This is an optimization exercise on Yosys and OpenROAD, whose aim is small area, not a production implementation. Only simulation tests tie the RTL to the original design; equivalence was not proved. No activity file was given, so power comes from the tool's default toggle rates.

## design/flow/run.sh

```bash
#!/bin/bash
# synth_recipe.tcl (not shown) runs the flow's synth.tcl, then flattens the netlist and writes it again
# the make line also repeats each setting of config.mk as NAME=value (left out here)
make -C /OpenROAD-flow-scripts/flow DESIGN_CONFIG=/design/flow/config.mk WORK_HOME=/design/flow/orfs CLKGATE_MAP_FILE= SYNTH_SCRIPT=/design/flow/synth_recipe.tcl finish
```

## design/flow/constraint.sdc

```tcl
create_clock -name core_clock -period 14.0 [get_ports {sys_clk_i}]
set_input_delay 2.8000 -clock core_clock [delete_from_list [all_inputs] [get_ports {sys_clk_i}]]
set_output_delay 2.8000 -clock core_clock [all_outputs]
set_load 0.01 [all_outputs]
```

## design/flow/design.v

```verilog
package pmsm_pkg;
  typedef logic signed [16-1:0] data_t;   
  typedef logic [16-1:0]        duty_t;   
  typedef struct packed {
    data_t a;   
    data_t b;   
  } phase_current_t;
  typedef struct packed {
    duty_t a;
    duty_t b;
    duty_t c;   
  } phase_duty_t;
  typedef struct packed {
    logic [7:0] kp;   
    logic [7:0] ki;   
  } pi_gain_t;
  typedef struct packed {
    logic a_hi;
    logic a_lo;
    logic b_hi;
    logic b_lo;
    logic c_hi;
    logic c_lo;
  } gate_drive_t;
  typedef enum logic [1:0] {
    IDLE,
    DRIVER_INIT,   
    RUN,
    FAULT          
  } ctrl_state_e;
endpackage
`timescale 1ns/1ps
module dead_time_inserter (
  input  logic sys_clk_i,
  input  logic reset_i,
  input  logic demand_i,   
  output logic high_o,
  output logic low_o
);
  localparam int CNT_W = $clog2(8 + 1);
  logic             demand_q;     
  logic [CNT_W-1:0] dead_cnt_q;   
  always_ff @(posedge sys_clk_i) begin
    if (reset_i) begin
      demand_q   <= 1'b0;
      dead_cnt_q <= '0;
    end else if (demand_i != demand_q) begin
      demand_q   <= demand_i;
      dead_cnt_q <= CNT_W'(8);
    end else if (dead_cnt_q != '0) begin
      dead_cnt_q <= dead_cnt_q - 1'b1;
    end
  end
  assign high_o = demand_q && (dead_cnt_q == '0);
  assign low_o  = !demand_q && (dead_cnt_q == '0);
endmodule
`timescale 1ns/1ps
module pmsm_top (
  input  logic                     sys_clk_i,
  input  logic                     reset_i,
  input  pmsm_pkg::phase_current_t current_set_i,   
  input  pmsm_pkg::pi_gain_t       gains_i,
  input  logic                     adc_a_sdata_i,   
  input  logic                     adc_a_ocd_n_i,
  output logic                     adc_a_sclk_o,
  output logic                     adc_a_cs_n_o,
  input  logic                     adc_b_sdata_i,   
  input  logic                     adc_b_ocd_n_i,
  output logic                     adc_b_sclk_o,
  output logic                     adc_b_cs_n_o,
  input  logic                     drv_nfault_i,    
  output logic                     drv_enable_o,
  output pmsm_pkg::gate_drive_t    gate_o,
  output logic                     brake_o,
  output logic                     fault_o,
  output pmsm_pkg::phase_duty_t    duty_o           
);
  localparam logic [14:0] INT_OFF = 15'd22784;           
  localparam logic [14:0] INT_MIN = 15'd14784;           
  localparam logic [14:0] INT_MAX = 15'd30784;           
  localparam logic [7:0]  DUTY_RST = 8'd100;
  logic [7:0] cnt;
  always_ff @(posedge sys_clk_i) begin
    if (reset_i || cnt == 8'd199)
      cnt <= '0;
    else
      cnt <= cnt + 8'd1;
  end
  logic at0, at64, at66, at199;
  assign at0   = (cnt == 8'd0);
  assign at64  = (cnt == 8'd64);
  assign at66  = (cnt == 8'd66);
  assign at199 = (cnt == 8'd199);
  logic [1:0] st;
  logic       run, en_q, frame, oc1_q, oc2_q;
  logic       mag_a, mag_b, fault_hit;
  logic [11:0] sh_a, sh_b;
  assign run = st[1] & st[0];
  assign mag_a = (sh_a > 12'd3548) || (sh_a < 12'd548);
  assign mag_b = (sh_b > 12'd3548) || (sh_b < 12'd548);
  assign fault_hit = !drv_nfault_i || oc2_q || (at66 && frame && (mag_a || mag_b));
  always_ff @(posedge sys_clk_i) begin
    if (reset_i) begin
      st    <= 2'b00;
      en_q  <= 1'b0;
      frame <= 1'b0;
      oc1_q <= 1'b0;
      oc2_q <= 1'b0;
    end else begin
      case (st)
        2'b00:   st <= 2'b01;
        2'b01:   st <= fault_hit ? 2'b10 : (at64 ? 2'b11 : 2'b01);
        2'b11:   st <= fault_hit ? 2'b10 : 2'b11;
        default: st <= 2'b10;
      endcase
      en_q  <= run;
      oc1_q <= !(adc_a_ocd_n_i && adc_b_ocd_n_i);
      oc2_q <= oc1_q;
      if (at0)
        frame <= run;
      else if (at66)
        frame <= frame & run;
    end
  end
  assign drv_enable_o = st[0];
  assign brake_o      = !run;
  assign fault_o      = st[1] & !st[0];
  logic in_frame, sclk, samp;
  assign in_frame = frame && (cnt != 8'd0) && (cnt <= 8'd65);
  assign sclk     = in_frame && (cnt != 8'd65) && (cnt[1] == cnt[0]);
  assign samp     = frame && (cnt[1:0] == 2'd2) && (cnt <= 8'd62);
  assign adc_a_sclk_o = sclk;
  assign adc_b_sclk_o = sclk;
  assign adc_a_cs_n_o = !in_frame;
  assign adc_b_cs_n_o = !in_frame;
  logic       single, cpass, dbl, clr, dph, iph, dig, rot;
  logic [1:0] sub;
  logic [3:0] i;
  logic       i15, ige11;
  assign single = (cnt[7:6] == 2'b01);
  assign cpass  = (cnt[7:6] == 2'b10);
  assign sub    = cnt[1:0];
  assign i      = cpass ? ~cnt[5:2] : ~cnt[3:0];
  assign i15    = (i == 4'd15);
  assign ige11  = (i >= 4'd11);
  assign dbl    = !cpass || (sub == 2'd0);
  assign clr    = (cnt[3:0] == 4'd0) && (!cpass || cnt[5:4] == 2'd0);
  assign dig    = !cpass || !sub[1];
  assign dph    = cpass ? sub[0] : cnt[5];
  assign iph    = cpass ? sub[1] : cnt[5];
  assign rot    = (single && (cnt[3] || cnt[2])) ||
                  (cpass && sub == 2'd3 && (cnt[5] || cnt[4]));
  always_ff @(posedge sys_clk_i) begin
    if (samp) begin
      sh_a <= {sh_a[10:0], adc_a_sdata_i};
      sh_b <= {sh_b[10:0], adc_b_sdata_i};
    end else if (rot) begin
      sh_a <= {sh_a[10:0], sh_a[11]};
      sh_b <= {sh_b[10:0], sh_b[11]};
    end
  end
  logic [14:0] integ_a, integ_b;
  logic [7:0]  duty_a, duty_b, duty_c;
  logic [15:0] acc;
  logic [7:0]  k;
  logic        s_bit, code_bit, c_bit, nz, ng;
  logic        i_bit, e_bit, r_bit, c3_bit;
  logic [17:0] op_a, op_b, sum;
  logic        cin, ovf;
  assign k        = (cpass || cnt[4]) ? gains_i.kp : gains_i.ki;
  assign s_bit    = dph ? current_set_i.b[i] : current_set_i.a[i];
  assign code_bit = dph ? sh_b[11] : sh_a[11];
  assign c_bit    = ige11 ? !code_bit : code_bit;   
  assign nz       = dig && (s_bit != c_bit);
  assign ng       = nz && (s_bit ^ !(i15 ^ cpass));
  assign i_bit  = i15 ? 1'b0 : (iph ? integ_b[i] : integ_a[i]);
  assign e_bit  = i15 ? 1'b0 : (i_bit ^ cpass);
  assign r_bit  = (i <= 4'd5) ? duty_c[i] : 1'b0;
  assign c3_bit = (i == 4'd0) || (i == 4'd6) || (i == 4'd8) || (i == 4'd9) || (i == 4'd11);
  always_comb begin
    if (clr)
      op_a = '0;
    else if (dbl)
      op_a = {acc[15], acc, e_bit};
    else
      op_a = {{2{acc[15]}}, acc};
    op_b      = {{10{ng}}, (k & {8{nz}}) ^ {8{ng}}};
    op_b[0]   = op_b[0] | (cpass && sub == 2'd3 && c3_bit);
    cin       = ng || (cpass && sub == 2'd2 && e_bit) || (cpass && sub == 2'd3 && r_bit);
  end
  assign sum = op_a + op_b + {17'd0, cin};
  assign ovf = !((sum[17:15] == 3'b000) || (sum[17:15] == 3'b111));
  always_ff @(posedge sys_clk_i) begin
    if (ovf)
      acc <= {sum[17], {9{!sum[17]}}, sum[5:0]};
    else
      acc <= sum[15:0];
  end
  logic [14:0] integ_new;
  logic [7:0]  duty_new;
  always_comb begin
    if ($signed(acc) < $signed({1'b0, INT_MIN}))
      integ_new = INT_MIN;
    else if ($signed(acc) > $signed({1'b0, INT_MAX}))
      integ_new = INT_MAX;
    else
      integ_new = acc[14:0];
  end
  always_comb begin
    if (acc[15] || !acc[14])
      duty_new = 8'd0;
    else if (acc[13:6] > 8'd200)
      duty_new = 8'd200;
    else
      duty_new = acc[13:6];
  end
  logic wr;
  assign wr = frame && (cnt[3:0] == 4'd0);
  always_ff @(posedge sys_clk_i) begin
    if (reset_i) begin
      integ_a <= INT_OFF;
      integ_b <= INT_OFF;
      duty_a  <= DUTY_RST;
      duty_b  <= DUTY_RST;
      duty_c  <= DUTY_RST;
    end else if (wr) begin
      if (cnt == 8'd80)  integ_a <= integ_new;
      if (cnt == 8'd112) integ_b <= integ_new;
      if (cnt == 8'd96) begin
        duty_a      <= duty_new;
        duty_c[5:0] <= acc[5:0];   
      end
      if (cnt == 8'd128) duty_b <= duty_new;
      if (cnt == 8'd192) duty_c <= duty_new;
    end
  end
  assign duty_o.a = {8'd0, duty_a};
  assign duty_o.b = {8'd0, duty_b};
  assign duty_o.c = {8'd0, duty_c};
  logic [7:0] act_a, act_b, act_c;
  logic [2:0] demand, high, low;
  always_ff @(posedge sys_clk_i) begin
    if (reset_i) begin
      act_a <= DUTY_RST;
      act_b <= DUTY_RST;
      act_c <= DUTY_RST;
    end else if (at199) begin
      act_a <= duty_a;
      act_b <= duty_b;
      act_c <= duty_c;
    end
  end
  assign demand[0] = (cnt < act_a);
  assign demand[1] = (cnt < act_b);
  assign demand[2] = (cnt < act_c);
  for (genvar p = 0; p < 3; p++) begin : g_phase
    dead_time_inserter i_dead_time (
      .sys_clk_i (sys_clk_i),
      .reset_i   (reset_i),
      .demand_i  (demand[p]),
      .high_o    (high[p]),
      .low_o     (low[p])
    );
  end
  assign gate_o.a_hi = high[0] && en_q;
  assign gate_o.a_lo = low[0]  && en_q;
  assign gate_o.b_hi = high[1] && en_q;
  assign gate_o.b_lo = low[1]  && en_q;
  assign gate_o.c_hi = high[2] && en_q;
  assign gate_o.c_lo = low[2]  && en_q;
endmodule
```

## design/flow/config.mk

```make
export PLATFORM = sky130hd
export DESIGN_NAME = pmsm_top
export DESIGN_NICKNAME = pmsm_top
export VERILOG_FILES = /design/flow/design.v
export SDC_FILE = /design/flow/constraint.sdc
export NUM_CORES = 4
export LEC_CHECK = 0
export CAP_MARGIN = 20
export CORE_MARGIN = 2
export CORE_UTILIZATION = 40
export SLEW_MARGIN = 20
```

==> results of run 1 <==
[layer usage]
metal | GRT usage | wire length (um)
met2 | 0.316 | 10700
met5 | 0 | 0
met4 | 0.0601 | 400
met1 | 0.266 | 10700
met3 | 0.0311 | 809
[cell usage after synthesis (all sizes together) (24+ instances only)]
cell	number
a21oi	100
buf	38
clkbuf	42
dfxtp	123
edfxtp	24
ha	47
inv	42
mux2i	37
nand2	148
nand3	26
nor2	96
nor3	32
o211ai	41
[sequential cells by signal, indices dropped and copies added, names as in the netlist, 2 cells and up]
register	cells
acc	16
st	2
g_phase.i_dead_time.demand_q	3
sh_a	12
act_a	8
sh_b	12
duty_c	8
act_b	8
integ_b	15
duty_a	8
duty_b	8
cnt	8
g_phase.i_dead_time.dead_cnt_q	12
integ_a	15
act_c	8
[cell families (layout without fill, tap and decap cells)]
family / Yosys count / count (layout) / share of synthesized area
compound gates: 266 / 266 / 0.196
xor+xnor: 29 / 29 / 0.0290
fa+ha+maj: 49 / 49 / 0.0717
buf+inv: 122 / 172 / 0.0704
flops: 147 / 147 / 0.363
mux: 56 / 56 / 0.0690
other cells: 1 / 24 / 0.000428
simple gates: 385 / 385 / 0.200
[power by group through the flow]
| stage | clock network, mW | registers [mW] | logic, mW |
|---|---|---|---|
| 2_1_floorplan | 0 | 0.499 | 0.294 |
| 3_3_place_gp | 0 | 0.532 | 0.370 |
| 3_5_place_dp | 0 | 0.531 | 0.373 |
| 4_1_cts | 0.476 | 0.522 | 0.374 |
| 5_1_grt | 0.495 | 0.528 | 0.419 |
| 6_report | 0.469 | 0.523 | 0.373 |
[final timing paths]
| kind | startpoint | slack (ns) | endpoint | depth (start not counted) |
|---|---|---|---|---|
| max | current_set_i[19] | 6.73 | acc[11] | 16 |
| min | integ_b[7] | 0.45 | integ_b[7] | 2 |
| max reg2reg | cnt[6] | 7.25 | acc[11] | 15 |
| min reg2reg | integ_b[7] | 0.45 | integ_b[7] | 2 |
[final cells by class]
type / count / area (sq um)
Clock buffer: 18 / 439
Clock inverter: 14 / 163
Fill cell: 2152 / 11400
Inverter: 42 / 158
Multi-Input combinational cell: 809 / 5060
Sequential cell: 147 / 3180
Tap cell: 280 / 350
Timing Repair Buffer: 98 / 962
[stage by stage]
| step | hold WS (ns) | setup WS, ns | instance area [sq um] |
|---|---|---|---|
| floorplan | 0.414 | 7.59 | 8840 |
| global placement | 0.435 | 6.52 | 9690 |
| CTS | 0.449 | 6.81 | 10300 |
| finish | 0.449 | 6.73 | 10300 |
| global route | 0.462 | 6.32 | 10300 |
| detailed placement | 0.441 | 6.37 | 9700 |
[critical path: cells and delay by family]
kind / cells / cell delay, ns
compound gates: 7 / 2.41
mux: 1 / 0.15
buf+inv: 1 / 0.40
simple gates: 6 / 1.35
fa+ha+maj: 1 / 0.41
==> run notes, run 1 <==
status finished clean; Setup Buffers After CTS 0; Switch Pwr 475 uW; Min-Delay Path Class flip-flop to flip-flop; Initial Utilization 0.404; Top cell by count, worst path nor3_1; FMAX 138 MHz; # diodes 0; Net Sw Frac 0.348; antenna viol nets, final 0; Synth Flop Type dfxtp_1; sequential power share 0.383; post-layout util 0.476; DR vias 7554; CTS buffer count 17; final setup fails 0; Crit path required time 14.26 ns; core area 21700 sq um; cell area after synthesis 8760 sq um; critical path's slowest cell o22ai_1; latest clock arrival within the worst-skew pair 0.42 ns; DRT iter0 DRCs 572; Die Area 23100 sq um; drt first pass iters 7; CTS max path bufs 2; area growth from synthesis to layout 17.8%; crit path max fanout 13; Slew @ Worst Pin 1.06 ns; final slew viol count 0; # DRC 0; All-Layer GR Usage 0.195; Die H 152 um; placed cells 1375; first-pass GRT wire length 36900 um; Rows 54; routability cong. 0.814; asr flop ratio synth 0; NumNets Final 1219; leading area contributor after synthesis dfxtp_1; share of layout cells above drive strength 1 0.0621; Setup CP Type primary input to flip-flop; number of library cell types mapped by synthesis 64; share of the synthesized area in the top cell type 0.281; critical-path cell list clkdlybuf4s50_1 > mux2i_1 > o22ai_1 > nor3_1 > or3_1 > nand3_1 > o22ai_1 > ha_1 > nand2_1 > nor3_1 > a221oi_1 > a211oi_1 > nor3_1 > o21ai_0 > a31oi_1 > o211ai_1; Wirelength per Cell 16.0 um; commonest non-fill, non-tap cell in the layout nand2_1; post-route setup TNS 0 ns; RSZ-0062 raised after global routing false; #FFs+latches synth 147; Crit. End Element flip-flop; cell-internal power 889 uW; post-DP HPWL 16300 um; Vias/cell 5.37; register area share after synthesis 0.363; io pins 116; post-cts sizing count 0; Final Hold Viols 0; IO Port Bufs 91; minimum clock period 7.27 ns; # hold bufs at CTS 0; final wirelength 22600 um; initial antenna violation count 0; Worst setup SP type primary input; clock share of power 0.343; H-tree depth 4; maximum ir drop on the vdd rail 0.0732 mV; Final period util 0.519; top cells by area, synth dfxtp_1, edfxtp_1, ha_1; Post-Layout Cell Count 1408; largest net degree at the start of global routing 58; clk sinks 147; Die Wd 152 um; Rel. slew slack 0.291; Clock transition at path regs 0.06 ns; number of enable flip-flop cells after synthesis 24; CTS tree yes; Synth warnings 2; Combinational Power Share 0.273; Cell Pwr Density 132 nW/um^2; total congestion overflow 0; P_leak 4.34 nW; Tot Pwr 1.36 mW; commonest non-fill, non-tap cells in the layout nand2_1, dfxtp_1, a21oi_1, nor2_1, clkdlybuf4s50_1; clock root cell clkbuf_16; vias in the first global route 6990; WP data arrival 7.53 ns; worst clock skew 0.0133 ns; Max Cap Violations 0; Crit path largest cell delay 0.75 ns; Synth Area per Inst 8.30 sq um; Synth Instances 1055
==> run 2, diff against run 1 <==
--- a/design/flow/config.mk
+++ b/design/flow/config.mk
@@ -8,4 +8,5 @@
 export CAP_MARGIN = 20
 export CORE_MARGIN = 2
-export CORE_UTILIZATION = 40
+export CORE_UTILIZATION = 70
+export CTS_BUF_LIST = sky130_fd_sc_hd__clkbuf_4 sky130_fd_sc_hd__clkbuf_8
 export SLEW_MARGIN = 20
==> run 2 against run 1 <==
  * Still clean
  * Flip-flop and latch count did not move
  * First-iteration DRC count increased by 36%
  * Sequential power barely moved
  * Clock skew fell by 0.0035 ns
  * Via count is 4.7% higher
  * Global-route usage rose by 14 points
  * Synthesized cell count unchanged
  * Combinational power is 1% higher
  * Highest routed layer unchanged
==> run notes, run 2 <==
#FFs+latches synth 147; Vias/cell 6.11; routability cong. 0.868; worst clock skew 0.00983 ns; area growth from synthesis to layout 14.3%; clk sinks 147; Final Hold Viols 0; Max Cap Violations 0; minimum clock period 7.35 ns; area of all placed cells without fillers 10000 sq um; Synth Area per Inst 8.30 sq um; post-DP HPWL 15300 um; # DRC 0; Synth top cells by count nand2_1, dfxtp_1, a21oi_1; cell area after synthesis 8760 sq um; Combinational Power Share 0.299; total congestion overflow 0; Cell Pwr Density 126 nW/um^2; sequential power share 0.411; Reg with most FFs acc; NumNets Final 1218; worst r2r path cells 15; Synth warnings 2; area post-placement 9550 sq um; Min-Delay Path Class flip-flop to flip-flop; share of the synthesized area in the top cell type 0.281; first-pass GRT wire length 35200 um; FMAX 136 MHz; IO Port Bufs 91; Wirelength per Cell 16.9 um; Clock transition at path regs 0.09 ns; P_leak 4.25 nW; Die Wd 116 um; top cells by area, synth dfxtp_1, edfxtp_1, ha_1; # hold bufs at CTS 0; commonest non-fill, non-tap cells in the layout nand2_1, dfxtp_1, a21oi_1, nor2_1, clkdlybuf4s50_1; H-tree depth 4; Setup CP Type primary input to flip-flop; biggest regs acc: 16 flops, integ_a: 15 flops, integ_b: 15 flops; commonest non-fill, non-tap cell in the layout nand2_1; count leader, synth nand2_1; cell-internal power 819 uW; Crit. End Element flip-flop; Rows 40; Die H 116 um; Final period util 0.525; antenna viol nets, final 0; asr flop ratio synth 0; final wirelength 21900 um; post-cts sizing count 0; Setup Buffers After CTS 0; post-route setup TNS 0 ns; share of layout cells above drive strength 1 0.0621; Slew @ Worst Pin 1.07 ns; WP data arrival 7.64 ns; # diodes 0; largest net degree at the start of global routing 79; Largest register FFs 16; maximum ir drop on the vdd rail 0.139 mV; final setup fails 0; Worst setup SP type primary input; Synth Instances 1055; CTS buffer count 17; register area share after synthesis 0.363; RSZ-0062 raised after global routing false; Die Area 13400 sq um; final slew viol count 0; All-Layer GR Usage 0.330; Crit path required time 14.29 ns; leading area contributor after synthesis dfxtp_1; clock root cell clkbuf_8; CTS tree yes; vias in the first global route 7249; core area 12100 sq um; DR vias 7907; latest clock arrival within the worst-skew pair 0.46 ns; initial antenna violation count 0; DRT iter0 DRCs 779; Synth Flop Type dfxtp_1; io pins 116; clock share of power 0.290; drt first pass iters 6; Rel. slew slack 0.284; status finished clean; Net Sw Frac 0.353; Initial Utilization 0.723; Min-Delay Path Depth 2; CTS max path bufs 2; number of enable flip-flop cells after synthesis 24; crit path max fanout 13; Switch Pwr 446 uW; number of library cell types mapped by synthesis 64
## run 2: cell counts after synthesis
No cell type changed its count.
## run 2: area by class of cell
type,count,area [sq um]
inverters,42,158
fillers,835,2100
clock buffers,20,263
multi-input cells,809,5060
well taps,168,210
clock inverters,12,179
repair buffers,97,958
flip-flops and latches,147,3180
## run 2: kinds of logic (layout without fill, tap and decap cells)
| family | count (synthesis) | in the layout | synth area share |
|---|---|---|---|
| buf+inv | 122 | 171 | 0.0704 |
| fa+ha+maj | 49 | 49 | 0.0717 |
| simple gates | 385 | 385 | 0.200 |
| flops | 147 | 147 | 0.363 |
| mux | 56 | 56 | 0.0690 |
| other cells | 1 | 24 | 0.000428 |
| compound gates | 266 | 266 | 0.196 |
| xor+xnor | 29 | 29 | 0.0290 |
## run 2: power groups by stage
stage	clock network (mW)	logic (mW)	registers (mW)
after floorplan	0	0.294	0.499
after global placement	0	0.358	0.527
final	0.367	0.378	0.520
after global routing	0.385	0.418	0.524
after CTS	0.367	0.372	0.517
after detailed placement	0	0.369	0.527
## run 2: final timing paths
| path | slack (ns) | from | to |
|---|---|---|---|
| min | 0.46 | act_a[1] | act_a[1] |
| min reg2reg | 0.46 | act_a[1] | act_a[1] |
| max | 6.65 | current_set_i[1] | acc[12] |
| max reg2reg | 7.18 | cnt[6] | acc[12] |
## run 2: worst max-delay path, stage by stage
cell and delay (ns):
clkdlybuf4s50_1 0.41, mux2i_1 0.17, o22ai_1 0.12, nor3_1 0.27, or3_1 0.44, nand3_1 0.21
o22ai_1 0.79, ha_1 0.43, nand2_1 0.09, nor3_1 0.05, a221oi_1 0.43, a211oi_1 0.21
nor3_1 0.33, a2111oi_0 0.13, a31oi_1 0.56, o211ai_1 0.21
## run 2: per-layer routing
layer  part of all wire  vias to the layer above  global-route usage
met4              0.026                        0               0.123
met1               0.43                     3684               0.430
met5                  0                        -                   0
met2               0.48                      329               0.544
li1                   -                     3835                   -
met3              0.068                       59              0.0690
## run 2: metrics by stage
step	setup WS (ns)	hold slack, ns	instances	utilization	power, mW
after floorplan	7.59	0.414	1078	-	0.793
after global placement	6.50	0.418	1262	0.788	0.885
after detailed placement	6.32	0.446	1262	0.788	0.895
after CTS	6.74	0.455	1294	0.825	1.26
after global routing	6.32	0.475	1295	0.826	1.33
final	6.65	0.457	1295	0.826	1.26
==> run 3, diff against run 2 <==
--- a/design/flow/design.v
+++ b/design/flow/design.v
@@ -38,20 +38,22 @@
   output logic low_o
 );
-  localparam int CNT_W = $clog2(8 + 1);
-  logic             demand_q;     
-  logic [CNT_W-1:0] dead_cnt_q;   
+  logic       demand_q;   
+  logic [3:0] dead_q;     
+  logic       change;
+  assign change = demand_i ^ demand_q;
   always_ff @(posedge sys_clk_i) begin
     if (reset_i) begin
-      demand_q   <= 1'b0;
-      dead_cnt_q <= '0;
-    end else if (demand_i != demand_q) begin
-      demand_q   <= demand_i;
-      dead_cnt_q <= CNT_W'(8);
-    end else if (dead_cnt_q != '0) begin
-      dead_cnt_q <= dead_cnt_q - 1'b1;
-    end
-  end
-  assign high_o = demand_q && (dead_cnt_q == '0);
-  assign low_o  = !demand_q && (dead_cnt_q == '0);
+      demand_q <= 1'b0;
+      dead_q   <= 4'b1000;
+    end else begin
+      demand_q  <= demand_i;
+      dead_q[0] <= !change && !dead_q[0];
+      dead_q[1] <= !change && (dead_q[1] ^ dead_q[0]);
+      dead_q[2] <= !change && (dead_q[2] ^ (dead_q[1] & dead_q[0]));
+      dead_q[3] <= !change && (dead_q[3] || (dead_q[2] & dead_q[1] & dead_q[0]));
+    end
+  end
+  assign high_o = demand_q && dead_q[3];
+  assign low_o  = !demand_q && dead_q[3];
 endmodule
 `timescale 1ns/1ps
@@ -80,4 +82,42 @@
   localparam logic [14:0] INT_MAX = 15'd30784;           
   localparam logic [7:0]  DUTY_RST = 8'd100;
+  function automatic logic [17:0] add18(input logic [17:0] a, input logic [17:0] b,
+                                        input logic ci);
+    logic c;
+    c = ci;
+    for (int j = 0; j < 18; j++) begin
+      add18[j] = a[j] ^ b[j] ^ c;
+      c        = (a[j] & b[j]) | (c & (a[j] ^ b[j]));
+    end
+  endfunction
+  function automatic logic lt8(input logic [7:0] a, input logic [7:0] b);   
+    logic c;
+    c = 1'b0;
+    for (int j = 0; j < 8; j++)
+      c = (!a[j] & b[j]) | (!(a[j] ^ b[j]) & c);
+    lt8 = c;
+  endfunction
+  function automatic logic lt12(input logic [11:0] a, input logic [11:0] b);
+    logic c;
+    c = 1'b0;
+    for (int j = 0; j < 12; j++)
+      c = (!a[j] & b[j]) | (!(a[j] ^ b[j]) & c);
+    lt12 = c;
+  endfunction
+  function automatic logic lt15(input logic [14:0] a, input logic [14:0] b);
+    logic c;
+    c = 1'b0;
+    for (int j = 0; j < 15; j++)
+      c = (!a[j] & b[j]) | (!(a[j] ^ b[j]) & c);
+    lt15 = c;
+  endfunction
+  function automatic logic [7:0] inc8(input logic [7:0] a);
+    logic c;
+    c = 1'b1;
+    for (int j = 0; j < 8; j++) begin
+      inc8[j] = a[j] ^ c;
+      c       = a[j] & c;
+    end
+  endfunction
   logic [7:0] cnt;
   always_ff @(posedge sys_clk_i) begin
@@ -85,5 +125,5 @@
       cnt <= '0;
     else
-      cnt <= cnt + 8'd1;
+      cnt <= inc8(cnt);
   end
   logic at0, at64, at66, at199;
@@ -97,6 +137,6 @@
   logic [11:0] sh_a, sh_b;
   assign run = st[1] & st[0];
-  assign mag_a = (sh_a > 12'd3548) || (sh_a < 12'd548);
-  assign mag_b = (sh_b > 12'd3548) || (sh_b < 12'd548);
+  assign mag_a = lt12(12'd3548, sh_a) || lt12(sh_a, 12'd548);
+  assign mag_b = lt12(12'd3548, sh_b) || lt12(sh_b, 12'd548);
   assign fault_hit = !drv_nfault_i || oc2_q || (at66 && frame && (mag_a || mag_b));
   always_ff @(posedge sys_clk_i) begin
@@ -127,7 +167,9 @@
   assign fault_o      = st[1] & !st[0];
   logic in_frame, sclk, samp;
-  assign in_frame = frame && (cnt != 8'd0) && (cnt <= 8'd65);
-  assign sclk     = in_frame && (cnt != 8'd65) && (cnt[1] == cnt[0]);
-  assign samp     = frame && (cnt[1:0] == 2'd2) && (cnt <= 8'd62);
+  logic lo64;   
+  assign lo64     = (cnt[7:6] == 2'b00) && (cnt != 8'd0);
+  assign in_frame = frame && (lo64 || (cnt[7:1] == 7'b0100000));
+  assign sclk     = frame && (lo64 || at64) && (cnt[1] == cnt[0]);
+  assign samp     = frame && (cnt[7:6] == 2'b00) && (cnt[1:0] == 2'd2);
   assign adc_a_sclk_o = sclk;
   assign adc_b_sclk_o = sclk;
@@ -143,5 +185,5 @@
   assign i      = cpass ? ~cnt[5:2] : ~cnt[3:0];
   assign i15    = (i == 4'd15);
-  assign ige11  = (i >= 4'd11);
+  assign ige11  = i[3] & (i[2] | (i[1] & i[0]));
   assign dbl    = !cpass || (sub == 2'd0);
   assign clr    = (cnt[3:0] == 4'd0) && (!cpass || cnt[5:4] == 2'd0);
@@ -176,5 +218,5 @@
   assign i_bit  = i15 ? 1'b0 : (iph ? integ_b[i] : integ_a[i]);
   assign e_bit  = i15 ? 1'b0 : (i_bit ^ cpass);
-  assign r_bit  = (i <= 4'd5) ? duty_c[i] : 1'b0;
+  assign r_bit  = (!i[3] && !(i[2] && i[1])) ? duty_c[i] : 1'b0;
   assign c3_bit = (i == 4'd0) || (i == 4'd6) || (i == 4'd8) || (i == 4'd9) || (i == 4'd11);
   always_comb begin
@@ -189,5 +231,5 @@
     cin       = ng || (cpass && sub == 2'd2 && e_bit) || (cpass && sub == 2'd3 && r_bit);
   end
-  assign sum = op_a + op_b + {17'd0, cin};
+  assign sum = add18(op_a, op_b, cin);
   assign ovf = !((sum[17:15] == 3'b000) || (sum[17:15] == 3'b111));
   always_ff @(posedge sys_clk_i) begin
@@ -200,7 +242,7 @@
   logic [7:0]  duty_new;
   always_comb begin
-    if ($signed(acc) < $signed({1'b0, INT_MIN}))
+    if (acc[15] || lt15(acc[14:0], INT_MIN))
       integ_new = INT_MIN;
-    else if ($signed(acc) > $signed({1'b0, INT_MAX}))
+    else if (lt15(INT_MAX, acc[14:0]))
       integ_new = INT_MAX;
     else
@@ -210,5 +252,5 @@
     if (acc[15] || !acc[14])
       duty_new = 8'd0;
-    else if (acc[13:6] > 8'd200)
+    else if (lt8(8'd200, acc[13:6]))
       duty_new = 8'd200;
     else
@@ -251,7 +293,7 @@
     end
   end
-  assign demand[0] = (cnt < act_a);
-  assign demand[1] = (cnt < act_b);
-  assign demand[2] = (cnt < act_c);
+  assign demand[0] = lt8(cnt, act_a);
+  assign demand[1] = lt8(cnt, act_b);
+  assign demand[2] = lt8(cnt, act_c);
   for (genvar p = 0; p < 3; p++) begin : g_phase
     dead_time_inserter i_dead_time (
==> design/flow/flow/run.sh (new file) <==
#!/bin/bash
# The standard layout (standard synthesis unchanged), with two changes:
#  - port buffers are sky130_fd_sc_hd__buf_1 instead of the resizer's pick;
#  - the clock tree uses small clock buffers and no dummy load cells.
# make's full output goes to flow_make.log; each step's own log stays under orfs/logs.
set -euo pipefail
export BUFFER_PORTS_ARGS="-buffer_cell sky130_fd_sc_hd__buf_1"
export CTS_ARGS="-sink_clustering_enable -repair_clock_nets -buf_list {sky130_fd_sc_hd__clkbuf_4} -dont_use_dummy_load"
bash standard.sh > flow_make.log 2>&1
==> design/flow/standard.sh (new file) <==
#!/bin/bash
# synth_recipe.tcl (not shown) runs the flow's synth.tcl, then flattens the netlist and writes it again
# the make line also repeats each setting of config.mk as NAME=value (left out here)
make -C /OpenROAD-flow-scripts/flow DESIGN_CONFIG=/design/flow/config.mk WORK_HOME=/design/flow/orfs CLKGATE_MAP_FILE= SYNTH_SCRIPT=/design/flow/synth_recipe.tcl "${@:-finish}"
--- a/design/flow/config.mk
+++ b/design/flow/config.mk
@@ -9,4 +9,3 @@
 export CORE_MARGIN = 2
 export CORE_UTILIZATION = 70
-export CTS_BUF_LIST = sky130_fd_sc_hd__clkbuf_4 sky130_fd_sc_hd__clkbuf_8
 export SLEW_MARGIN = 20
removed: design/flow/run.sh
==> run 3 against run 2 <==
  * Synthesized area is 8.2% lower
  * Clock power is about 50% lower
  * Largest power group unchanged
  * Global-route usage is 1.0 points lower
  * Synthesized cell count is 13% lower
  * Largest cell class unchanged
  * Hold slack worse by 0.011 ns
  * Non-clock buffer count is 2 lower
  * Die area is 7.9% lower
  * Critical path type unchanged
  * Worst setup slack worse by 3.1 ns
==> run notes, run 3 <==
share of the synthesized area in the top cell type 0.306; Top cell by count, worst path fa_1; final setup fails 0; P_leak 3.37 nW; hold endpoint oc2_q; io pins 116; Rel. slew slack 0.285; CTS buffer count 17; worst r2r path cells 29; Min-Delay Path Class flip-flop to flip-flop; post-route setup TNS 0 ns; area growth from synthesis to layout 4.78%; first-pass GRT wire length 32000 um; area of all placed cells without fillers 8430 sq um; R2R Path End acc[10]; Cell Pwr Density 115 nW/um^2; DRT iter0 DRCs 667; latest clock arrival within the worst-skew pair 0.56 ns; Max Cap Violations 0; Rows 39; leading area contributor after synthesis dfxtp_1; Slew @ Worst Pin 1.07 ns; # diodes 0; worst clock skew 0.0377 ns; post-DP HPWL 14400 um; # DRC 0; asr flop ratio synth 0; Largest register FFs 16; Final Hold Viols 0; Vias/cell 6.16; Net Sw Frac 0.360; core area 11300 sq um; Die H 111 um; Final period util 0.745; Synth top cells by count dfxtp_1, nand2_1, nor2_1; Clock transition at path regs 0.11 ns; CP bufs+invs 3; Fin Hold WS 0.446 ns; H-tree depth 4; commonest non-fill, non-tap cell in the layout dfxtp_1; number of library cell types mapped by synthesis 61; Synth Flop Type dfxtp_1; RR Startpoint cnt[6]; Crit. End Element flip-flop; commonest non-fill, non-tap cells in the layout dfxtp_1, nand2_1, nor2_1, buf_1, a21oi_1; biggest regs acc: 16 flops, integ_a: 15 flops, integ_b: 15 flops; maximum ir drop on the vdd rail 0.152 mV; hold path start oc1_q; Setup Buffers After CTS 0; FMAX 95.9 MHz; #FFs+latches synth 147; count leader, synth dfxtp_1; status finished clean; critical path's slowest cell mux2i_2; Tot Pwr 968 uW; crit path max fanout 19; clock root cell clkbuf_4; Die Wd 111 um; Synth warnings 2; total congestion overflow 0; post-cts sizing count 0; placed cells 1101; Crit path required time 14.48 ns; Crit path largest cell delay 0.81 ns; IO Port Bufs 91; number of enable flip-flop cells after synthesis 24; vias in the first global route 6536; Synth Area per Inst 8.80 sq um; final wirelength 19500 um; NumNets Final 1081; Setup CP Type primary input to flip-flop; register area share after synthesis 0.396; clk sinks 147; CTS max path bufs 2; Die Area 12400 sq um; Combinational Power Share 0.279; DR vias 6891; drt first pass iters 5; cell area after synthesis 8040 sq um; initial antenna violation count 0; Worst setup SP type primary input; Switch Pwr 348 uW; All-Layer GR Usage 0.320; area post-placement 8290 sq um; Wirelength per Cell 17.4 um; largest net degree at the start of global routing 97; CP top delay family adder cells; RSZ-0062 raised after global routing false; share of layout cells above drive strength 1 0.0472; Initial Utilization 0.711; final slew viol count 0; minimum clock period 10.43 ns; Synth Instances 914; Post-Layout Cell Count 1118; CTS tree yes; clock share of power 0.188; sequential power share 0.533; antenna viol nets, final 0; r2r setup slk 3.71 ns; WP data arrival 10.90 ns; Reg with most FFs acc; # hold bufs at CTS 0; cell-internal power 620 uW; top cells by area, synth dfxtp_1, edfxtp_1, nand2_1; routability cong. 0.898; Min-Delay Path Depth 1
run 3: how the worst max path moves through the flow:
stage                            startpoint      end  slack, ns  cells after the start
after floorplan           current_set_i[16]   acc[7]       3.65                     30
after global placement    current_set_i[16]  acc[11]       3.29                     28
after CTS                 current_set_i[16]  acc[10]       3.59                     28
after global routing       current_set_i[1]  acc[10]       3.03                     28
after detailed placement  current_set_i[16]  acc[10]       3.02                     28
final                     current_set_i[16]  acc[10]       3.57                     28
run 3: routing by layer:
| layer | wire (um) | part of all wire | global-route usage |
|---|---|---|---|
| met3 | 1480 | 0.076 | 0.0716 |
| met1 | 7980 | 0.41 | 0.415 |
| met2 | 9450 | 0.49 | 0.528 |
| met4 | 542 | 0.028 | 0.115 |
| met5 | 0 | 0 | 0 |
run 3: layout make-up:
cell class	count	area (sq um)
multi-input combinational	685	4450
fill	898	2890
clock buffer	17	128
tap	143	179
timing repair buffer	95	373
sequential	147	3180
inverter	31	116
run 3: power by group through the flow:
stage                     combinational, mW  clock [mW]  sequential [mW]
after CTS                             0.268       0.183            0.512
after floorplan                       0.216           0            0.493
after global placement                0.254           0            0.519
after detailed placement              0.266           0            0.522
after global routing                  0.305       0.200            0.518
final                                 0.270       0.182            0.516
run 3: through the flow:
stage          setup slack (ns)   util
6_report                   3.57  0.744
5_1_grt                    3.03  0.744
4_1_cts                    3.59  0.744
3_5_place_dp               3.02  0.732
3_3_place_gp               3.29  0.732
2_1_floorplan              3.65      -
run 3: cells by family (layout without fill, tap and decap cells):
group,count (synthesis),count (layout),share of synthesized area
multiplexers,58,58,0.0762
AO/OA/AOI/OAI,216,216,0.173
adder cells (fa/ha/maj),49,49,0.0921
AND/OR/NAND/NOR,320,320,0.179
flip-flops,147,147,0.396
XOR/XNOR,18,18,0.0196
other,1,24,0.000466
buffers and inverters,105,143,0.0639
==> run 4, diff against run 3 <==
--- a/design/flow/flow/run.sh
+++ b/design/flow/flow/run.sh
@@ -6,4 +6,4 @@
 set -euo pipefail
 export BUFFER_PORTS_ARGS="-buffer_cell sky130_fd_sc_hd__buf_1"
-export CTS_ARGS="-sink_clustering_enable -repair_clock_nets -buf_list {sky130_fd_sc_hd__clkbuf_4} -dont_use_dummy_load"
+export CTS_ARGS="-sink_clustering_enable -repair_clock_nets -buf_list {sky130_fd_sc_hd__clkbuf_4 sky130_fd_sc_hd__clkbuf_8} -dont_use_dummy_load"
 bash standard.sh > flow_make.log 2>&1
==> run 4 against run 3 <==
  * Routed wire length up 0.22%
  * Synthesized area stayed put
  * Largest cell class unchanged
  * Highest routed layer unchanged
  * Combinational power about the same
==> run notes, run 4 <==
Min-Delay Path Class flip-flop to flip-flop; Worst setup SP type primary input; post-cts sizing count 0; Switch Pwr 356 uW; final worst slack 3.50 ns; Net Sw Frac 0.346; final slew viol count 0; Vias/cell 6.16; clock root cell clkbuf_8; Synth Instances 914; area growth from synthesis to layout 6.10%; status finished clean; biggest regs acc: 16 flops, integ_a: 15 flops, integ_b: 15 flops; critical path's slowest cell mux2i_2; RR Startpoint cnt[6]; commonest non-fill, non-tap cells in the layout dfxtp_1, nand2_1, nor2_1, buf_1, a21oi_1; number of library cell types mapped by synthesis 61; Rows 39; DRT iter0 DRCs 729; DR vias 6889; share of layout cells above drive strength 1 0.0472; WP data arrival 10.87 ns; CTS tree yes; vias in the first global route 6553; maximum ir drop on the vdd rail 0.151 mV; Synth Flop Type dfxtp_1; Synth top cells by count dfxtp_1, nand2_1, nor2_1; post-route setup TNS 0 ns; Crit. End Element flip-flop; Rel. slew slack 0.295; post-layout util 0.754; Synth Area in Simple Gates 0.179; top cells by area, synth dfxtp_1, edfxtp_1, nand2_1; crit path max fanout 19; cell-internal power 672 uW; area post-placement 8290 sq um; Setup CP Type primary input to flip-flop; H-tree depth 4; Synth Area per Inst 8.80 sq um; post-DP HPWL 14400 um; #FFs+latches synth 147; antenna viol nets, final 0; asr flop ratio synth 0; RSZ-0062 raised after global routing false; NumNets Final 1081; Post-Layout Cell Count 1118; Fin Hold WS 0.443 ns; Wirelength per Cell 17.4 um; CP top delay family adder cells; drt first pass iters 5; Setup Buffers After CTS 0; Compound-Gate Fraction of Synth Area 0.172; worst clock skew 0.0140 ns; Synth warnings 2; latest clock arrival within the worst-skew pair 0.45 ns; final setup fails 0; P_leak 3.42 nW; leading area contributor after synthesis dfxtp_1; CTS max path bufs 2; Cell Pwr Density 120 nW/um^2; Final period util 0.750; total congestion overflow 0; IO Port Bufs 91; # diodes 0; CP bufs+invs 3; Max Cap Violations 0; share of the synthesized area in the top cell type 0.306; core area 11300 sq um; sequential power share 0.502; Initial Utilization 0.711; largest net degree at the start of global routing 97; io pins 116; Combinational Power Share 0.263; commonest non-fill, non-tap cell in the layout dfxtp_1; routability cong. 0.898; Top cell by count, worst path fa_1; Clock transition at path regs 0.07 ns; count leader, synth dfxtp_1; Worst Setup SP current_set_i[5]; minimum clock period 10.50 ns; hold path start g_phase[1].i_dead_time.dead_q[0]; Crit path largest cell delay 0.80 ns; cell area after synthesis 8040 sq um; initial antenna violation count 0; # hold bufs at CTS 0; worst slack, placed 3.02 ns; CTS buffer count 17; mux cell area share after synthesis 0.0762; final wirelength 19500 um; Tot Pwr 1.03 mW; area of all placed cells without fillers 8530 sq um; Largest register FFs 16; Die Wd 111 um; # DRC 0; number of enable flip-flop cells after synthesis 24; FMAX 95.2 MHz; register area share after synthesis 0.396; clock share of power 0.235; first-pass GRT wire length 32000 um; Synth Area in XOR/XNOR 0.0196; placed cells 1101; Crit path required time 14.36 ns; Die Area 12400 sq um; adder-cell area share of the yosys netlist 0.0921; Final Hold Viols 0; Slew @ Worst Pin 1.05 ns; All-Layer GR Usage 0.321; Die H 111 um; main combinational cell family by area after synthesis simple AND/OR/NAND/NOR gates; Reg with most FFs acc; clk sinks 147
run 4: path summary, 6_finish.rpt:
kind                                            to  slack, ns  depth (start not counted)
setup reg to reg                           acc[10]       3.73                         29
hold reg to reg   g_phase[1].i_dead_time.dead_q[0]       0.44                          1
setup / recovery                           acc[10]       3.50                         28
hold / removal    g_phase[1].i_dead_time.dead_q[0]       0.44                          1
run 4: layout make-up:
type | count | area (sq um)
Fill cell | 875 | 2790
Multi-Input combinational cell | 685 | 4450
Timing Repair Buffer | 95 | 373
Tap cell | 143 | 179
Clock buffer | 17 | 234
Sequential cell | 147 | 3180
Inverter | 31 | 116
run 4: power groups by stage:
stage	Clock (mW)	Sequential, mW	Combinational, mW
finish	0.241	0.516	0.270
global route	0.259	0.518	0.305
CTS	0.242	0.513	0.268
detailed placement	0	0.522	0.266
global placement	0	0.519	0.254
floorplan	0	0.493	0.216
run 4: logic make-up after synthesis:
| logic type | Yosys count |
|---|---|
| DFF | 147 |
| adders and majority gates | 49 |
| muxes | 58 |
| xor gates and xnor gates | 18 |
| buffers and inverters | 105 |
| AOI/OAI and AO/OA | 216 |
| other | 1 |
| and+or+nand+nor | 320 |
run 4: per-layer routing:
layer / vias to the layer above / track usage / share of wire / wire length, um
met4: 0 / 0.130 / 0.030 / 578
met5: - / 0 / 0 / 0
li1: 3269 / - / - / -
met1: 3264 / 0.413 / 0.41 / 8080
met2: 310 / 0.526 / 0.49 / 9510
met3: 46 / 0.0722 / 0.068 / 1330
==> run 5, diff against run 4 <==
==> design/flow/run.sh (new file) <==
#!/bin/bash
# synth_recipe.tcl (not shown) runs the flow's synth.tcl, then flattens the netlist and writes it again
# the make line also repeats each setting of config.mk as NAME=value (left out here)
make -C /OpenROAD-flow-scripts/flow DESIGN_CONFIG=/design/flow/config.mk WORK_HOME=/design/flow/orfs CLKGATE_MAP_FILE= SYNTH_SCRIPT=/design/flow/synth_recipe.tcl finish
--- a/design/flow/config.mk
+++ b/design/flow/config.mk
@@ -9,3 +9,6 @@
 export CORE_MARGIN = 2
 export CORE_UTILIZATION = 70
+export CTS_BUF_LIST = sky130_fd_sc_hd__clkbuf_8
+export CTS_CLUSTER_DIAMETER = 100
+export CTS_CLUSTER_SIZE = 30
 export SLEW_MARGIN = 20
removed: design/flow/flow/run.sh
removed: design/flow/standard.sh
==> run 5 against run 4 <==
  * Clock skew decreased by 0.0021 ns
  * Utilization is 6.7 points higher
  * Sequential power hardly changed
  * Register-to-register slack improved by 0.02 ns
  * Synthesized cell count unchanged
  * Clock-buffer cell count increased by 1
  * Global-route usage increased by 1.4 points
  * Critical path type unchanged
  * Highest routed layer unchanged
==> run notes, run 5 <==
status finished clean; Final Hold Viols 0; count leader, synth dfxtp_1; # DRC 0; first-pass GRT wire length 33100 um; CTS buffer count 17; largest net degree at the start of global routing 97; CTS tree yes; latest clock arrival within the worst-skew pair 0.47 ns; #FFs+latches synth 147; Combinational Power Share 0.242; Synth Flop Type dfxtp_1; area post-placement 8840 sq um; hold path start integ_b[4]; Rows 39; WP data arrival 11.35 ns; R2R Path End acc[9]; share of the synthesized area in the top cell type 0.306; crit path max fanout 19; asr flop ratio synth 0; main combinational cell family by area after synthesis simple AND/OR/NAND/NOR gates; clock share of power 0.313; Die H 111 um; FMAX 91.3 MHz; Vias/cell 6.19; clock root cell clkbuf_8; initial antenna violation count 0; vias in the first global route 6729; worst r2r path cells 29; Switch Pwr 385 uW; minimum clock period 10.96 ns; RR Startpoint cnt[6]; mux cell area share after synthesis 0.0762; P_leak 3.76 nW; number of enable flip-flop cells after synthesis 24; Worst setup SP type primary input; Reg with most FFs acc; placed cells 1099; CTS max path bufs 2; Die Area 12400 sq um; Max Cap Violations 0; cell area after synthesis 8040 sq um; leading area contributor after synthesis dfxtp_1; critical path's slowest cell mux2i_2; area of all placed cells without fillers 9290 sq um; antenna viol nets, final 0; Min-Delay Path Class flip-flop to flip-flop; Largest register FFs 16; register area share after synthesis 0.396; Worst Setup SP current_set_i[23]; NumNets Final 1080; Synth Instances 914; Slew @ Worst Pin 1.05 ns; drt first pass iters 7; Crit. End Element flip-flop; All-Layer GR Usage 0.335; Synth warnings 2; cell-internal power 774 uW; Net Sw Frac 0.332; Crit path largest cell delay 0.81 ns; Setup Buffers After CTS 0; Final period util 0.783; Synth Area in XOR/XNOR 0.0196; clk sinks 147; io pins 116; area growth from synthesis to layout 15.5%; Compound-Gate Fraction of Synth Area 0.172; CP Capture Point acc[9]; adder-cell area share of the yosys netlist 0.0921; Die Wd 111 um; Crit path required time 14.40 ns; total congestion overflow 0; routability cong. 0.873; Post-Layout Cell Count 1132; # diodes 0; sequential power share 0.445; maximum ir drop on the vdd rail 0.163 mV; share of layout cells above drive strength 1 0.0586; RSZ-0062 raised after global routing false; post-route setup TNS 0 ns; commonest non-fill, non-tap cell in the layout dfxtp_1; r2r setup slk 3.75 ns; core area 11300 sq um; Fillers 724; Initial Utilization 0.711; post-cts sizing count 0; worst clock skew 0.0119 ns; Clock transition at path regs 0.08 ns; Synth Area in Simple Gates 0.179; IO Port Bufs 91; top cells by area, synth dfxtp_1, edfxtp_1, nand2_1; final setup fails 0; final slew viol count 0; Top cell by count, worst path fa_1; Synth Area per Inst 8.80 sq um; Tot Pwr 1.16 mW; DR vias 7007; Synth top cells by count dfxtp_1, nand2_1, nor2_1; Wirelength per Cell 18.0 um; H-tree depth 4; commonest non-fill, non-tap cells in the layout dfxtp_1, nand2_1, nor2_1, clkdlybuf4s50_1, a21oi_1; # hold bufs at CTS 0; final wirelength 20400 um; Setup CP Type primary input to flip-flop; post-DP HPWL 14700 um; number of library cell types mapped by synthesis 61; Cell Pwr Density 125 nW/um^2; Rel. slew slack 0.300; DRT iter0 DRCs 934; biggest regs acc: 16 flops, integ_a: 15 flops, integ_b: 15 flops
## run 5: cell types whose count changed in the layout (fill, tap and decap cells not counted), sizes merged
cell / before / now
clkinvlp: 0 / 1
inv: 31 / 37
bufinv: 0 / 4
buf: 94 / 4
clkinv: 0 / 3
clkdlybuf4s50: 0 / 90
## run 5: per-layer routing
layer	up-vias	wire length, um	GRT usage	share of wire
met5	-	0	0	0
met1	3288	8060	0.415	0.40
met3	54	1750	0.0787	0.086
met4	0	534	0.116	0.026
li1	3278	-	-	-
met2	387	10000	0.574	0.49
## run 5: cell families after synthesis
group / after synthesis
other: 1
XOR/XNOR: 18
adder cells (fa/ha/maj): 49
buffers and inverters: 105
AND/OR/NAND/NOR: 320
flip-flops: 147
multiplexers: 58
AO/OA/AOI/OAI: 216
## run 5: worst min-delay path by stage
| stage | cells past startpoint | slack [ns] | endpoint |
|---|---|---|---|
| 4_1_cts | 2 | 0.46 | integ_b[4] |
| 6_report | 2 | 0.46 | integ_b[4] |
| 5_1_grt | 2 | 0.47 | integ_b[5] |
| 2_1_floorplan | 1 | 0.41 | oc2_q |
| 3_5_place_dp | 1 | 0.44 | g_phase[2].i_dead_time.dead_q[0] |
| 3_3_place_gp | 1 | 0.42 | oc2_q |
## run 5: power groups by stage
stage	logic [mW]	registers [mW]	clock network [mW]
after CTS	0.278	0.511	0.363
after global placement	0.263	0.519	0
after global routing	0.315	0.520	0.379
after floorplan	0.216	0.493	0
after detailed placement	0.275	0.522	0
final	0.281	0.515	0.363
## run 5: critical path, delay by kind of cell
kind	cells	cell delay, ns
adders and majority gates	17	5.44
and+or+nand+nor	3	0.97
muxes	2	0.90
AOI/OAI and AO/OA	3	0.65
buffers and inverters	3	0.60
## run 5: through the flow
step,hold slack (ns),setup WS [ns],util
final,0.457,3.04,0.821
after global routing,0.470,2.57,0.821
after CTS,0.458,3.07,0.819
after detailed placement,0.438,2.63,0.781
after global placement,0.422,2.88,0.781
after floorplan,0.414,3.65,-
## run 5: area by class of cell
class	count	area, sq um	area share
multi-input cells	685	4450	0.479
flip-flops and latches	147	3180	0.343
repair buffers	94	932	0.100
clock buffers	18	248	0.0267
clock inverters	14	183	0.0197
well taps	143	179	0.0193
inverters	31	116	0.0125
==> run 6, diff against run 5 <==
==> design/flow/flow/run.sh (new file) <==
#!/bin/bash
# The standard layout with three changes:
#  - synthesis is the standard one, but ABC maps for area (flow/abc_area.script
#    replaces the speed script in a copy of the ORFS scripts); registers are
#    mapped before ABC runs, so they are the standard synthesis's;
#  - port buffers are sky130_fd_sc_hd__buf_1;
#  - the clock tree uses small clock buffers and no dummy load cells.
# Each make run's full output goes to its own log here; each step's log stays under orfs/logs.
set -euo pipefail
here=$(pwd)
rm -rf "$here/scripts_area"
cp -r "$FLOW_HOME/scripts" "$here/scripts_area"
cp "$here/flow/abc_area.script" "$here/scripts_area/abc_speed.script"
SCRIPTS_DIR="$here/scripts_area" bash standard.sh synth > flow_synth.log 2>&1
export BUFFER_PORTS_ARGS="-buffer_cell sky130_fd_sc_hd__buf_1"
export CTS_ARGS="-sink_clustering_enable -repair_clock_nets -root_buf sky130_fd_sc_hd__clkbuf_8 -buf_list {sky130_fd_sc_hd__clkbuf_4} -dont_use_dummy_load"
bash standard.sh > flow_make.log 2>&1
==> design/flow/flow/abc_area.script (new file) <==
strash
&get -n
&deepsyn -T 30
&put
dch -f
amap
topo
==> design/flow/standard.sh (new file) <==
#!/bin/bash
# synth_recipe.tcl (not shown) runs the flow's synth.tcl, then flattens the netlist and writes it again
# the make line also repeats each setting of config.mk as NAME=value (left out here)
make -C /OpenROAD-flow-scripts/flow DESIGN_CONFIG=/design/flow/config.mk WORK_HOME=/design/flow/orfs CLKGATE_MAP_FILE= SYNTH_SCRIPT=/design/flow/synth_recipe.tcl "${@:-finish}"
--- a/design/flow/config.mk
+++ b/design/flow/config.mk
@@ -9,6 +9,3 @@
 export CORE_MARGIN = 2
 export CORE_UTILIZATION = 70
-export CTS_BUF_LIST = sky130_fd_sc_hd__clkbuf_8
-export CTS_CLUSTER_DIAMETER = 100
-export CTS_CLUSTER_SIZE = 30
 export SLEW_MARGIN = 20
removed: design/flow/run.sh
==> run 6 against run 5 <==
  * Combinational power shrank 5%
  * First-iteration DRC count shrank 42%
  * Non-clock buffer count increased by 2
  * Critical endpoint is now acc[7]
==> run notes, run 6 <==
status finished clean; RSZ-0062 raised after global routing false; post-cts sizing count 0; met1 WL 7450 um; Vias/cell 6.19; maximum ir drop on the vdd rail 0.127 mV; Max Cap Violations 0; # DRC 0; Min-Delay Path Depth 0; area post-placement 7520 sq um; # hold bufs at CTS 0; first-pass GRT wire length 29500 um; Synth top cells by count dfxtp_1, clkinv_1, nor2_1; share of layout cells above drive strength 1 0.0257; FMAX 86.1 MHz; area of all placed cells without fillers 7670 sq um; Setup CP Type flip-flop to flip-flop; Final Hold Viols 0; top cells by area, synth dfxtp_1, edfxtp_1, clkinv_1; Initial Utilization 0.721; Clock transition at path regs 0.12 ns; core area 9820 sq um; H-tree depth 4; Worst setup SP type flip-flop; Fillers 703; Final period util 0.830; register area share after synthesis 0.449; minimum clock period 11.62 ns; share of the synthesized area in the top cell type 0.348; post-route setup TNS 0 ns; worst clock skew 0.0366 ns; routability cong. 0.982; WP data arrival 11.99 ns; Crit path required time 14.38 ns; commonest non-fill, non-tap cells in the layout dfxtp_1, clkinv_1, nor2_1, buf_1, o22ai_1; DR vias 6362; clock root cell clkbuf_8; cell area after synthesis 7080 sq um; number of library cell types mapped by synthesis 45; Fin Hold WS 0.449 ns; final wirelength 18100 um; CTS tree yes; P_leak 2.74 nW; Cell Pwr Density 122 nW/um^2; drt first pass iters 6; CTS buffer count 17; final slew viol count 0; Die Wd 105 um; critical path's slowest cell nor2_1; #FFs+latches synth 147; metal3 WL 1770 um; DRT iter0 DRCs 538; commonest non-fill, non-tap cell in the layout dfxtp_1; biggest regs acc: 16 flops, integ_a: 15 flops, integ_b: 15 flops; Largest register FFs 16; Crit path largest cell delay 0.59 ns; total congestion overflow 0; placed cells 1010; Die Area 10900 sq um; # diodes 0; All-Layer GR Usage 0.340; worst r2r path cells 38; Die H 105 um; number of enable flip-flop cells after synthesis 24; vias in the first global route 6094; Slew @ Worst Pin 0.865 ns; final setup fails 0; antenna viol nets, final 0; Rel. slew slack 0.417; largest net degree at the start of global routing 32; routed wl met2 8580 um; asr flop ratio synth 0; Synth Area per Inst 9.02 sq um; Tot Pwr 936 uW; top layer in use met4; clk sinks 147; Setup Buffers After CTS 0; Synth Flop Type dfxtp_1; leading area contributor after synthesis dfxtp_1; post-DP HPWL 13600 um; latest clock arrival within the worst-skew pair 0.44 ns; io pins 116; Wirelength per Cell 17.6 um; Top cell by count, worst path fa_1; NumNets Final 1001; area growth from synthesis to layout 8.27%; Rows 36; Synth warnings 2; IO Port Bufs 91; Crit. End Element flip-flop; CTS max path bufs 2; initial antenna violation count 0; count leader, synth dfxtp_1; Min-Delay Path Class flip-flop to flip-flop; crit path max fanout 13; Post-Layout Cell Count 1028; Synth Instances 785; Reg with most FFs acc
run 6: cell count changes in the layout (fill, tap and decap cells not counted), sizes merged, moves of 42 or more:
| cell | delta |
|---|---|
| a21oi | -42 |
| buf | +92 |
| clkdlybuf4s50 | -90 |
| clkinv | +109 |
| mux2i | -45 |
| nand2 | -68 |
| o22ai | +49 |
run 6: worst paths after layout:
| check | start | end | slack [ns] |
|---|---|---|---|
| max reg2reg | cnt[7] | acc[7] | 2.38 |
| min reg2reg | sh_a[1] | sh_a[2] | 0.45 |
| max | cnt[7] | acc[7] | 2.38 |
| min | sh_a[1] | sh_a[2] | 0.45 |
run 6: area by class of cell:
cell class              count  area, sq um  share of cell area
multi-input cells         523         3380               0.441
flip-flops and latches    147         3180               0.415
inverters                 112          420              0.0548
clock buffers              17          134              0.0175
well taps                 133          166              0.0217
repair buffers             96          383              0.0499
run 6: metrics by stage:
step	setup slack, ns	util
5_1_grt	1.45	0.781
3_5_place_dp	2.50	0.766
4_1_cts	2.55	0.779
2_1_floorplan	2.60	-
6_report	2.38	0.781
3_3_place_gp	2.84	0.766
run 6: cell families after synthesis:
kind of cell | share of synthesized area
AOI/OAI and AO/OA | 0.221
and+or+nand+nor | 0.138
DFF | 0.449
buffers and inverters | 0.0869
adders and majority gates | 0.105
other | 0.000529
run 6: routing by layer:
metal | global-route usage | up-vias
li1 | - | 2978
met1 | 0.440 | 3022
met2 | 0.565 | 328
met3 | 0.0880 | 34
met4 | 0.0981 | 0
met5 | 0 | -
run 6: report_power, final:
group | internal (mW) | switching [mW]
registers | 0.460 | 0.0236
logic | 0.0830 | 0.183
clock network | 0.0596 | 0.126
run 6: worst max-delay path: cells and delay by family (launching register included):
family	cells	cell delay, ns
compound gates	8	2.49
simple gates	7	1.99
buf+inv	6	1.43
flops	1	0.45
fa+ha+maj	17	5.21
==> run 7, diff against run 6 <==
--- a/design/flow/design.v
+++ b/design/flow/design.v
@@ -35,4 +35,5 @@
   input  logic reset_i,
   input  logic demand_i,   
+  output logic granted_o,   
   output logic high_o,
   output logic low_o
@@ -54,4 +55,5 @@
     end
   end
+  assign granted_o = demand_q;
   assign high_o = demand_q && dead_q[3];
   assign low_o  = !demand_q && dead_q[3];
@@ -216,5 +218,5 @@
   assign nz       = dig && (s_bit != c_bit);
   assign ng       = nz && (s_bit ^ !(i15 ^ cpass));
-  assign i_bit  = i15 ? 1'b0 : (iph ? integ_b[i] : integ_a[i]);
+  assign i_bit  = i15 ? 1'b0 : (iph ? integ_b[14] : integ_a[14]);
   assign e_bit  = i15 ? 1'b0 : (i_bit ^ cpass);
   assign r_bit  = (!i[3] && !(i[2] && i[1])) ? duty_c[i] : 1'b0;
@@ -259,14 +261,25 @@
   logic wr;
   assign wr = frame && (cnt[3:0] == 4'd0);
+  logic rot_i;   
+  assign rot_i = !i15 && (single || (cpass && sub == 2'd3));
   always_ff @(posedge sys_clk_i) begin
     if (reset_i) begin
       integ_a <= INT_OFF;
       integ_b <= INT_OFF;
+    end else if (wr && cnt == 8'd80)
+      integ_a <= integ_new;
+    else if (wr && cnt == 8'd112)
+      integ_b <= integ_new;
+    else if (rot_i) begin
+      integ_a <= {integ_a[13:0], integ_a[14]};
+      integ_b <= {integ_b[13:0], integ_b[14]};
+    end
+  end
+  always_ff @(posedge sys_clk_i) begin
+    if (reset_i) begin
       duty_a  <= DUTY_RST;
       duty_b  <= DUTY_RST;
       duty_c  <= DUTY_RST;
     end else if (wr) begin
-      if (cnt == 8'd80)  integ_a <= integ_new;
-      if (cnt == 8'd112) integ_b <= integ_new;
       if (cnt == 8'd96) begin
         duty_a      <= duty_new;
@@ -293,7 +306,8 @@
     end
   end
-  assign demand[0] = lt8(cnt, act_a);
-  assign demand[1] = lt8(cnt, act_b);
-  assign demand[2] = lt8(cnt, act_c);
+  logic [2:0] granted;   
+  assign demand[0] = at0 ? (act_a != 8'd0) : (granted[0] && (cnt != act_a));
+  assign demand[1] = at0 ? (act_b != 8'd0) : (granted[1] && (cnt != act_b));
+  assign demand[2] = at0 ? (act_c != 8'd0) : (granted[2] && (cnt != act_c));
   for (genvar p = 0; p < 3; p++) begin : g_phase
     dead_time_inserter i_dead_time (
@@ -301,4 +315,5 @@
       .reset_i   (reset_i),
       .demand_i  (demand[p]),
+      .granted_o (granted[p]),
       .high_o    (high[p]),
       .low_o     (low[p])
--- a/design/flow/flow/run.sh
+++ b/design/flow/flow/run.sh
@@ -14,4 +14,4 @@
 SCRIPTS_DIR="$here/scripts_area" bash standard.sh synth > flow_synth.log 2>&1
 export BUFFER_PORTS_ARGS="-buffer_cell sky130_fd_sc_hd__buf_1"
-export CTS_ARGS="-sink_clustering_enable -repair_clock_nets -root_buf sky130_fd_sc_hd__clkbuf_8 -buf_list {sky130_fd_sc_hd__clkbuf_4} -dont_use_dummy_load"
+export CTS_ARGS="-sink_clustering_enable -repair_clock_nets -buf_list {sky130_fd_sc_hd__clkbuf_8} -dont_use_dummy_load"
 bash standard.sh > flow_make.log 2>&1
==> run 7 against run 6 <==
  * Still clean
  * Sequential share of layout area is 0.49 points higher
  * Clock-buffer cell count stayed put
  * Register-to-register slack better by 0.54 ns
  * Die area is 2.5% lower
==> run notes, run 7 <==
post-layout util 0.783; asr flop ratio synth 0; Initial Utilization 0.713; #FFs+latches synth 147; minimum clock period 11.08 ns; cell area after synthesis 6900 sq um; register area share after synthesis 0.461; placed cells 1005; All-Layer GR Usage 0.341; vias in the first global route 5799; Die Wd 103 um; Final Hold Viols 0; P_leak 2.69 nW; clk sinks 147; # hold bufs at CTS 0; biggest regs acc: 16 flops, integ_a: 15 flops, integ_b: 15 flops; maximum ir drop on the vdd rail 0.182 mV; CTS tree yes; post-route setup TNS 0 ns; critical path's slowest cell nor2_1; DRT iter0 DRCs 603; Synth Instances 781; total congestion overflow 0; WP data arrival 11.39 ns; Worst setup SP type flip-flop; number of enable flip-flop cells after synthesis 24; Vias/cell 6.23; Fillers 736; drt first pass iters 6; IO Port Bufs 91; core area 9680 sq um; post-cts sizing count 0; worst clock skew 0.0352 ns; multi-input logic area 3170 sq um; area growth from synthesis to layout 9.83%; post-DP HPWL 13600 um; status finished clean; Post-Layout Cell Count 1022; Die H 103 um; final wirelength 17900 um; share of layout cells above drive strength 1 0.0259; Crit path largest cell delay 0.62 ns; leading area contributor after synthesis dfxtp_1; # diodes 0; Final period util 0.791; routability cong. 0.997; io pins 116; CP bufs+invs 5; Wirelength per Cell 17.5 um; Clock transition at path regs 0.07 ns; Rows 36; number of library cell types mapped by synthesis 43; RSZ-0062 raised after global routing false; Die Area 10700 sq um; hold path start sh_b[0]; Setup Buffers After CTS 0; RR Startpoint cnt[7]; Fin Hold WS 0.448 ns; r2r setup slk 2.92 ns; clock root cell clkbuf_8; Synth Flop Type dfxtp_1; Crit. End Element flip-flop; largest net degree at the start of global routing 32; share of the synthesized area in the top cell type 0.357; Crit path required time 14.32 ns; Reg area 3180 sq um; Largest register FFs 16; crit path max fanout 11; DR vias 6369; commonest non-fill, non-tap cells in the layout clkinv_1, dfxtp_1, nor2_1, buf_1, o22ai_1; final setup fails 0; top cells by area, synth dfxtp_1, edfxtp_1, clkinv_1; CTS buffer count 17; Rel. slew slack 0.389; antenna viol nets, final 0; Top cell by count, worst path fa_1; final slew viol count 0; Setup CP Type flip-flop to flip-flop; Reg with most FFs acc; NumNets Final 974; Synth top cells by count clkinv_1, dfxtp_1, nor2_1; Slew @ Worst Pin 0.916 ns; CP top delay family adder cells; initial antenna violation count 0; Synth Area per Inst 8.84 sq um; Cell Pwr Density 135 nW/um^2; Worst Setup SP cnt[7]; FMAX 90.3 MHz; Max Cap Violations 0; Min-Delay Path Class flip-flop to flip-flop; CTS max path bufs 2; Synth warnings 2; latest clock arrival within the worst-skew pair 0.47 ns; # DRC 0; H-tree depth 4; first-pass GRT wire length 27500 um
==> run 7: changes by cell type after synthesis, sizes merged, moves of 8 or more <==
cell,delta
a21oi,+13
nand2,-12
a21o,-14
or3,-8
clkinv,+11
a22oi,+10
a222oi,+10
nor3,+8
ha,-21
o22a,-8
==> run 7: area by class of cell <==
type | instances | area share
Timing Repair Buffer | 94 | 0.0480
Inverter | 123 | 0.0609
Tap cell | 133 | 0.0220
Clock buffer | 17 | 0.0309
Multi-Input combinational cell | 508 | 0.418
Sequential cell | 147 | 0.420
==> run 7: power by group <==
part | internal [mW] | switching, mW
registers | 0.464 | 0.0338
clock network | 0.107 | 0.133
logic | 0.0936 | 0.189
total | 0.664 | 0.356
==> run 7: worst register-to-register path: cells and delay by family (launching register included) <==
| kind | cells | cell delay [ns] |
|---|---|---|
| simple gates | 5 | 1.43 |
| flops | 1 | 0.53 |
| fa+ha+maj | 17 | 5.35 |
| buf+inv | 5 | 1.02 |
| compound gates | 11 | 2.62 |
==> run 7: final timing paths <==
| check | to | cells after the start |
|---|---|---|
| worst min-delay path | sh_b[1] | 0 |
| worst max-delay path | acc[10] | 38 |
| worst min register to register | sh_b[1] | 0 |
| worst max register to register | acc[10] | 38 |
==> run 7: cell families after synthesis <==
logic type,count (synthesis),share of synthesized area
compound gates,232,0.232
fa+ha+maj,28,0.0693
buf+inv,149,0.0952
flops,147,0.461
other cells,1,0.000543
simple gates,224,0.142
==> run 7: stage by stage <==
stage | total power [mW] | setup slack, ns | cell area [sq um]
after global routing | 1.07 | 2.17 | 7580
final | 1.02 | 2.92 | 7580
after floorplan | 0.697 | 3.79 | 6990
after CTS | 1.02 | 3.16 | 7570
after detailed placement | 0.783 | 2.97 | 7330
after global placement | 0.770 | 3.37 | 7330
==> run 7: routing by layer <==
layer,vias to the layer above,track usage,share of wire
li1,2986,-,-
met1,3007,0.398,0.39
met2,305,0.598,0.51
met3,71,0.0786,0.064
met4,0,0.154,0.040
met5,-,0,0

[afterwards: timing with drivers on the ports]
No port has a modelled driver above. Below, the same layouts with a new extraction and two added sets of constraints.
Step 1: set_driving_cell puts a clkbuf_16 on sys_clk_i and a buf_2 on each other input, an assumption about the parent block.
Step 2 times the ports against the registers' clock, not the clock port: input delays grow and output delays shrink by t, the midpoint of the rising clock arrivals with the driver on.
Three values: ideal, step 1, step 2; two values: the first two.
run	t, ns	setup slack, ns	hold WS [ns]	slew at the worst register clock pin (ns)
run 1	0.465	6.733 / 6.759 / 6.294	0.449 / 0.449 / 0.449	0.07 / 0.07
run 2	0.486	6.653 / 6.658 / 6.172	0.457 / 0.457 / 0.457	0.09 / 0.09
run 3	0.582	3.573 / 3.585 / 3.003	0.446 / 0.446 / 0.446	0.13 / 0.13
run 4	0.478	3.497 / 3.512 / 3.034	0.443 / 0.443 / 0.443	0.08 / 0.08
run 5	0.502	3.043 / 3.056 / 2.555	0.457 / 0.457 / 0.457	0.09 / 0.09
run 6	0.454	2.384 / 2.384 / 2.384	0.449 / 0.449 / 0.449	0.12 / 0.12
run 7	0.484	2.924 / 2.924 / 2.805	0.448 / 0.448 / 0.448	0.10 / 0.10
After both steps setup and hold are still met in every run listed. The setup slack of run 3, which loses most, moves by +0.012 ns with the drivers and by -0.570 ns with both steps.
